From an optimization exercise on the open Yosys and OpenROAD flow, aimed at small area, a short achievable clock period and few clock cycles per item; shortcuts taken in it are not production practice.
At most, simulation tests tie the RTL to the original design; equivalence was not proved.
No activity file was given, so power comes from the tool's default toggle rates.

Setup of ember:
// rational_add_mul_reduce_core
module rational_add_mul_reduce_core (
  input  logic                               clk,
  input  logic                               rst_n,
  input  logic                               in_tvalid,
  output logic                               in_tready,
  input  logic [63:0]                        in_tdata,
  input  logic [1:0]                         in_tuser,
  output logic                               out_tvalid,
  input  logic                               out_tready,
  output logic [63:0]                        out_tdata,
  output logic [0:0]                         out_tuser
);
  localparam int K  = 3;               
  localparam int SW = $clog2(K + 1);
  localparam logic [1:0] REQ_MUL  = 2'd0;
  localparam logic [1:0] REQ_ADD  = 2'd1;
  localparam logic [1:0] REQ_CMP  = 2'd2;
  localparam logic [1:0] REQ_NONE = 2'd3;
  localparam logic [1:0] S_FREE = 2'd0;
  localparam logic [1:0] S_M2   = 2'd1;
  localparam logic [1:0] S_M3   = 2'd2;
  localparam logic [1:0] S_LOOP = 2'd3;
  logic        pend_r;
  logic [1:0]  req_r;
  logic        a_neg_r, b_neg_r;
  logic [15:0] a_mag_r, b_mag_r;
  logic [14:0] a_den_r, b_den_r;
  logic [1:0]  pidx_r;                   
  logic        xa_r, yb_r;               
  logic [31:0] hs_r, hc_r;               
  logic        hv_r;                     
  logic [1:0]  w_req_r;
  logic        w_aneg_r, w_bneg_r, w_azero_r;
  logic [1:0]  st_r;
  logic [30:0] u_r;
  logic [29:0] v_r;
  logic [31:0] n00_r, n01_r;    
  logic [29:0] n10_r, n11_r;    
  logic        eq_r;
  logic        out_valid_r;
  logic [1:0]  st_nxt;
  logic [30:0] u_nxt;
  logic [29:0] v_nxt;
  logic [31:0] n00_nxt, n01_nxt;
  logic [29:0] n10_nxt, n11_nxt;
  logic        eq_nxt, out_valid_nxt, neg;
  ...
export LEC_CHECK = 0
export CAP_MARGIN = 20
export CORE_MARGIN = 2
export CORE_UTILIZATION = 70
export SETUP_SLACK_MARGIN = 5
export SLEW_MARGIN = 20
create_clock -name core_clock -period 10.0 [get_ports {clk}]
run.sh (not shown) runs the stock make flow with config.mk's settings and CLKGATE_MAP_FILE= SYNTH_SCRIPT=/design/flow/synth_recipe.tcl, a recipe that flattens the netlist after the stock synthesis.
ember reached the end of the flow, and the finished layout is clean on the timing, design-rule and antenna checks.
Testbench counts of ember, summed over its fixed seeds: cycles 33,142, items 1,920.
Relative to ember, the following input files were edited for nickel:
- CORE_UTILIZATION now 40, was 70
==> flow/flow/run.sh (new file) <==
#!/bin/bash
set -euo pipefail
MARGIN=6.5
grep -q 'SETUP_SLACK_MARGIN=5' standard.sh
sed "s/SETUP_SLACK_MARGIN=5/SETUP_SLACK_MARGIN=${MARGIN}/" standard.sh > standard_margin.sh
bash standard_margin.sh > standard_margin.log 2>&1
test -s out/final.def
==> flow/standard.sh (new file) <==
#!/bin/bash
# synth_recipe.tcl (not shown) runs the flow's synth.tcl, then flattens the netlist and writes it again
# the make line also repeats each setting of config.mk as NAME=value (left out here)
make -C /OpenROAD-flow-scripts/flow DESIGN_CONFIG=/design/flow/config.mk WORK_HOME=/design/flow/orfs CLKGATE_MAP_FILE= SYNTH_SCRIPT=/design/flow/synth_recipe.tcl "${@:-finish}"
removed: flow/run.sh
### Flow results
nickel: flow completed, timing, DRC and antenna clean
nickel does better than ember on least setup slack across all paths after layout.
nickel -> ember: area share of xor/xnor cells in the synthesized design delta 0, exact match
From ember to nickel the numbers moved as follows: total routing resource utilization after global routing moved down; combinational power share moved up.
### nickel -> willow
- a change of CORE_UTILIZATION from 40 to 55
==> flow/run.sh (new file) <==
#!/bin/bash
# synth_recipe.tcl (not shown) runs the flow's synth.tcl, then flattens the netlist and writes it again
# the make line also repeats each setting of config.mk as NAME=value (left out here)
make -C /OpenROAD-flow-scripts/flow DESIGN_CONFIG=/design/flow/config.mk WORK_HOME=/design/flow/orfs CLKGATE_MAP_FILE= SYNTH_SCRIPT=/design/flow/synth_recipe.tcl finish
removed: flow/flow/run.sh
removed: flow/standard.sh
Findings:
Logic gate share of total power | willow below nickel. For the maximum clock frequency, willow came in 25 MHz lower than nickel did. | data arrival time of the worst path | willow vs nickel | 0.51 ns higher |. Global-route usage in willow vs nickel: up 6.9 points.
## Diff of input files: sierra against willow
- a change of CORE_UTILIZATION from 55 to 40
--- outcome ---
sierra vs willow on power density over the cells: sierra is the higher one.
sierra has completed all stages; timing, DRC and antenna checks passed.
Diff willow -> sierra: slack of the worst reg-to-reg path saw an increase, largest incremental delay on the critical path saw a decrease, number of maximum-capacitance violations saw little to no change, worst setup slack saw an increase.

---

## job 438
The RTL this note starts from:
==> flow/design.v <==
module rational_add_mul_reduce_core (
  input  logic                               clk,
  input  logic                               rst_n,
  input  logic                               in_tvalid,
  output logic                               in_tready,
  input  logic [63:0]                        in_tdata,
  input  logic [1:0]                         in_tuser,
  output logic                               out_tvalid,
  input  logic                               out_tready,
  output logic [63:0]                        out_tdata,
  output logic [0:0]                         out_tuser
);
  localparam int K  = 3;               
  localparam int SW = $clog2(K + 1);
  localparam logic [1:0] REQ_MUL  = 2'd0;
  localparam logic [1:0] REQ_ADD  = 2'd1;
  localparam logic [1:0] REQ_CMP  = 2'd2;
  localparam logic [1:0] REQ_NONE = 2'd3;
  localparam logic [1:0] S_FREE = 2'd0;
  localparam logic [1:0] S_M2   = 2'd1;
  localparam logic [1:0] S_M3   = 2'd2;
  localparam logic [1:0] S_LOOP = 2'd3;
  logic        pend_r;
  logic [1:0]  req_r;
  logic        a_neg_r, b_neg_r;
  logic [15:0] a_mag_r, b_mag_r;
  logic [14:0] a_den_r, b_den_r;
  logic [1:0]  pidx_r;                   
  logic        xa_r, yb_r;               
  logic [19:0] h0_r, h1_r, h2_r, h3_r;   
  logic        hv_r;                     
  logic [1:0]  w_req_r;
  logic        w_aneg_r, w_bneg_r, w_azero_r;
  logic [1:0]  st_r;
  logic [30:0] u_r;
  logic [29:0] v_r;
  logic [31:0] n00_r, n01_r;    
  logic [29:0] n10_r, n11_r;    
  logic        eq_r;
  logic        out_valid_r;
  logic [1:0]  st_nxt;
  logic [30:0] u_nxt;
  logic [29:0] v_nxt;
  logic [31:0] n00_nxt, n01_nxt;
  logic [29:0] n10_nxt, n11_nxt;
  logic        eq_nxt, out_valid_nxt, neg;
  logic [31:0] dif;
  logic        ge, uv_eq, u_zero, done, both_odd, both_even;
  logic [30:0] du;
  logic [29:0] dv;
  logic [31:0] sum0;
  logic [29:0] sum1;
  logic [SW-1:0] s_d, s_u, s_v, s_b, s_uu, s_vv, s_c0, s_c1;
  assign dif       = {1'b0, u_r} - {2'b0, v_r};
  assign ge        = !dif[31];
  assign du        = dif[30:0];
  assign dv        = v_r - u_r[29:0];
  assign uv_eq     = (u_r == {1'b0, v_r});
  assign u_zero    = (u_r == '0);
  assign done      = uv_eq || u_zero;
  assign sum0      = n00_r + n01_r;
  assign sum1      = n10_r + n11_r;
  assign both_odd  = u_r[0] & v_r[0];
  assign both_even = !u_r[0] & !v_r[0];
  always_comb begin
    s_d = SW'(K);
    s_u = SW'(K);
    s_v = SW'(K);
    s_b = SW'(K);
    for (int i = K - 1; i >= 1; i--) begin
      if (du[i])           s_d = SW'(i);
      if (u_r[i])          s_u = SW'(i);
      if (v_r[i])          s_v = SW'(i);
      if (u_r[i] | v_r[i]) s_b = SW'(i);
    end
    s_uu = both_odd ? s_d : (both_even ? s_b : s_u);
    s_vv = both_odd ? s_d : (both_even ? s_b : s_v);
    s_c0 = both_odd ? s_d : s_u;
    s_c1 = both_odd ? s_d : s_v;
  end
  logic [30:0] u_sh;
  logic [29:0] v_sh;
  logic [31:0] n00_sh, n01_sh;
  logic [29:0] n10_sh, n11_sh;
  assign u_sh   = (both_odd ? du : u_r) >> s_uu;
  assign v_sh   = (both_odd ? dv : v_r) >> s_vv;
  assign n00_sh = n00_r << s_c0;
  assign n10_sh = n10_r << s_c0;
  assign n01_sh = n01_r << s_c1;
  assign n11_sh = n11_r << s_c1;
  logic [15:0] in_a_num, in_b_num;
  logic [14:0] in_a_den, in_b_den;
  assign in_a_num = in_tdata[15:0];
  assign in_a_den = in_tdata[30:16];
  assign in_b_num = in_tdata[46:31];
  assign in_b_den = in_tdata[61:47];
  logic       out_free, m1_go, m2_go, m3_go, none_go, h_take, h_load, last;
  logic       consume, consume_early, accept;
  logic [1:0] pidx_nxt, req_nxt;
  assign out_free = !out_valid_r || out_tready;
  assign m1_go    = hv_r && ((st_r == S_FREE) || (st_r == S_LOOP && done));
  assign m2_go    = hv_r && (st_r == S_M2) && out_free;
  assign m3_go    = hv_r && (st_r == S_M3);
  assign none_go  = !hv_r && (st_r == S_FREE) && pend_r && (req_r == REQ_NONE) && out_free;
  assign h_take   = m1_go || m2_go || m3_go;
  assign h_load   = pend_r && (req_r != REQ_NONE) && (!hv_r || h_take);
  assign last     = (pidx_r == ((req_r == REQ_ADD) ? 2'd2 : 2'd1));
  assign consume  = (h_load && last) || none_go;
  always_comb begin
    consume_early = 1'b0;
    if (pend_r) begin
      if (req_r == REQ_NONE)
        consume_early = (st_r == S_FREE) && !hv_r && !out_valid_r;
      else
        consume_early = last && (!hv_r || st_r == S_FREE || st_r == S_M3 ||
                                 (st_r == S_M2 && !out_valid_r));
    end
  end
  assign in_tready = !pend_r || consume_early;
  assign accept    = in_tvalid && in_tready;
  assign pidx_nxt = consume ? 2'd0 : (h_load ? pidx_r + 2'd1 : pidx_r);
  assign req_nxt  = accept ? in_tuser : req_r;
  logic [15:0] mul_x, mul_y;
  logic [31:0] mul_p;
  assign mul_x = xa_r ? a_mag_r : {1'b0, a_den_r};
  assign mul_y = yb_r ? b_mag_r : {1'b0, b_den_r};
  assign mul_p = 32'(h0_r) + {8'd0, h1_r, 4'd0} + {4'd0, h2_r, 8'd0} + {h3_r, 12'd0};
  always_comb begin
    st_nxt        = st_r;
    u_nxt         = u_r;
    v_nxt         = v_r;
    n00_nxt       = n00_r;
    n01_nxt       = n01_r;
    n10_nxt       = n10_r;
    n11_nxt       = n11_r;
    eq_nxt        = eq_r;
    out_valid_nxt = out_valid_r && !out_tready;
    neg           = 1'b0;
    case (st_r)
      S_FREE: begin
        if (none_go) begin
          n01_nxt       = '0;
          n11_nxt       = 30'd1;
          eq_nxt        = 1'b0;
          out_valid_nxt = 1'b1;
        end
      end
      S_M2: begin
        if (m2_go) begin
          case (w_req_r)
            REQ_MUL: begin
              neg     = w_aneg_r ^ w_bneg_r;
              v_nxt   = mul_p[29:0];
              n00_nxt = neg ? 32'hFFFF_FFFF : 32'd1;
              n01_nxt = '0;
              n10_nxt = '0;
              n11_nxt = 30'd1;
              st_nxt  = S_LOOP;
            end
            REQ_CMP: begin
              eq_nxt        = (u_r == mul_p[30:0]) && ((w_aneg_r == w_bneg_r) || w_azero_r);
              n01_nxt       = '0;
              n11_nxt       = 30'd1;
              out_valid_nxt = 1'b1;
              st_nxt        = S_FREE;
            end
            default: begin
              v_nxt   = mul_p[29:0];
              n01_nxt = mul_p;
              st_nxt  = S_M3;
            end
          endcase
        end
      end
      S_M3: begin
        if (m3_go) begin
          if (w_aneg_r == w_bneg_r) begin
            u_nxt = sum0[30:0];
            neg   = w_aneg_r;
          end else if (ge) begin
            u_nxt = du;
            neg   = w_aneg_r;
          end else begin
            u_nxt = {1'b0, dv};
            neg   = w_bneg_r;
          end
          v_nxt   = mul_p[29:0];
          n00_nxt = neg ? 32'hFFFF_FFFF : 32'd1;
          n01_nxt = '0;
          n10_nxt = '0;
          n11_nxt = 30'd1;
          st_nxt  = S_LOOP;
        end
      end
      default: begin
        if (done) begin
          eq_nxt        = 1'b0;
          out_valid_nxt = 1'b1;
          st_nxt        = S_FREE;
        end
        if (uv_eq) begin
          n01_nxt = sum0;
          n11_nxt = sum1;
        end else begin
          if (both_even || !u_r[0] || (both_odd && ge))
            u_nxt = u_sh;
          if (both_even || !v_r[0] || (both_odd && !ge))
            v_nxt = v_sh;
          if ((!u_r[0] && v_r[0]) || (both_odd && ge)) begin
            n00_nxt = n00_sh;
            n10_nxt = n10_sh;
          end else if (both_odd) begin
            n00_nxt = sum0;
            n10_nxt = sum1;
          end
          if ((u_r[0] && !v_r[0]) || (both_odd && !ge)) begin
            n01_nxt = n01_sh;
            n11_nxt = n11_sh;
          end else if (both_odd && ge) begin
            n01_nxt = sum0;
            n11_nxt = sum1;
          end
        end
      end
    endcase
    if (m1_go) begin
      u_nxt   = mul_p[30:0];
      n00_nxt = mul_p;
      st_nxt  = S_M2;
    end
  end
  always_ff @(posedge clk) begin
    if (!rst_n) begin
      st_r        <= S_FREE;
      pend_r      <= 1'b0;
      pidx_r      <= 2'd0;
      hv_r        <= 1'b0;
      xa_r        <= 1'b1;
      yb_r        <= 1'b0;
      out_valid_r <= 1'b0;
    end else begin
      st_r        <= st_nxt;
      pend_r      <= accept || (pend_r && !consume);
      pidx_r      <= pidx_nxt;
      hv_r        <= h_load || (hv_r && !h_take);
      xa_r        <= (pidx_nxt == 2'd0);
      yb_r        <= (pidx_nxt == 2'd0) ? (req_nxt == REQ_MUL) :
                     ((pidx_nxt == 2'd1) && (req_nxt != REQ_MUL));
      out_valid_r <= out_valid_nxt;
    end
  end
  always_ff @(posedge clk) begin
    if (accept) begin
      req_r   <= in_tuser;
      a_neg_r <= in_a_num[15];
      b_neg_r <= in_b_num[15];
      a_mag_r <= in_a_num[15] ? (~in_a_num + 16'd1) : in_a_num;
      b_mag_r <= in_b_num[15] ? (~in_b_num + 16'd1) : in_b_num;
      a_den_r <= (in_a_den == '0) ? 15'd1 : in_a_den;
      b_den_r <= (in_b_den == '0) ? 15'd1 : in_b_den;
    end
  end
  always_ff @(posedge clk) begin
    if (m1_go) begin
      w_req_r   <= req_r;
      w_aneg_r  <= a_neg_r;
      w_bneg_r  <= b_neg_r;
      w_azero_r <= (a_mag_r == '0);
    end
  end
  always_ff @(posedge clk) begin
    if (h_load) begin
      h0_r <= mul_x * mul_y[3:0];
      h1_r <= mul_x * mul_y[7:4];
      h2_r <= mul_x * mul_y[11:8];
      h3_r <= mul_x * mul_y[15:12];
    end
  end
  always_ff @(posedge clk) begin
    u_r   <= u_nxt;
    v_r   <= v_nxt;
    n00_r <= n00_nxt;
    n01_r <= n01_nxt;
    n10_r <= n10_nxt;
    n11_r <= n11_nxt;
    eq_r  <= eq_nxt;
  end
  assign out_tvalid = out_valid_r;
  assign out_tdata  = {2'b00, n11_r, n01_r};
  assign out_tuser  = eq_r;
endmodule
Settings: LEC_CHECK=0, CAP_MARGIN=20, CORE_MARGIN=2, CORE_UTILIZATION=40, SLEW_MARGIN=20; clock period 10.0 ns.
Stock flow here: none of the scripts above is used.
> inputs changed (job 438 -> job 6693)
# job 438
export LEC_CHECK = 0
export CAP_MARGIN = 20
export CORE_MARGIN = 2
export CORE_UTILIZATION = 40
export SLEW_MARGIN = 20
create_clock -name core_clock -period 10.0 [get_ports {clk}]
# job 6693
export LEC_CHECK = 0
export CAP_MARGIN = 20
export CORE_MARGIN = 2
export CORE_UTILIZATION = 40
export SETUP_SLACK_MARGIN = 5
export SLEW_MARGIN = 20
create_clock -name core_clock -period 10.0 [get_ports {clk}]
Relative to job 438, setup slack has gone up in job 6693. The standard cells in job 6693 occupy more silicon area than those in job 438 do. Between job 6693 and job 438, the power consumed by sequential cells figures differ only marginally. Job 6693: clock power share 0.7 points below job 438. Job 6693 against job 438: worst-path maximum fanout went down by about 14%, final total power went up by 3.6%. Net switching share of the total power, job 438 and job 6693, lower one = job 438.
No run of this note included a check of the RTL's function; only the layout flow was run.

-- what the ideal ports hide --
No port has a modelled driver above. Below, the same layouts with a new extraction and two added sets of constraints.
Step 1 sets driving cells, clkbuf_16 on the clock port and buf_2 on the other inputs (assumed; they add their load-dependent delay and slew).
Step 2 also shifts input and output timing later by t, the mid clock arrival at the registers, as if the neighbouring blocks saw the same clock.
Three values: ideal ports, drivers, drivers and shift; two values: the first two.
run | t (ns) | slack for setup (ns) | hold slack, ns
ember | 0.639 | 5.023 / 4.961 / 5.013 | 0.568 / 0.568 / 0.568
nickel | 0.648 | 5.591 / 5.591 / 5.591 | 0.521 / 0.521 / 0.521
willow | 0.633 | 5.045 / 5.045 / 5.045 | 0.438 / 0.438 / 0.438
sierra | 0.661 | 5.146 / 5.145 / 5.146 | 0.485 / 0.485 / 0.485
job 438 | 0.663 | 3.443 / 3.443 / 3.443 | 0.509 / 0.509 / 0.509
job 6693 | 0.665 | 5.074 / 5.008 / 4.667 | 0.498 / 0.498 / 0.498
After both steps setup and hold are still met in every run listed. The setup slack of job 6693, which loses most, moves by -0.066 ns with the drivers and by -0.407 ns with both steps.
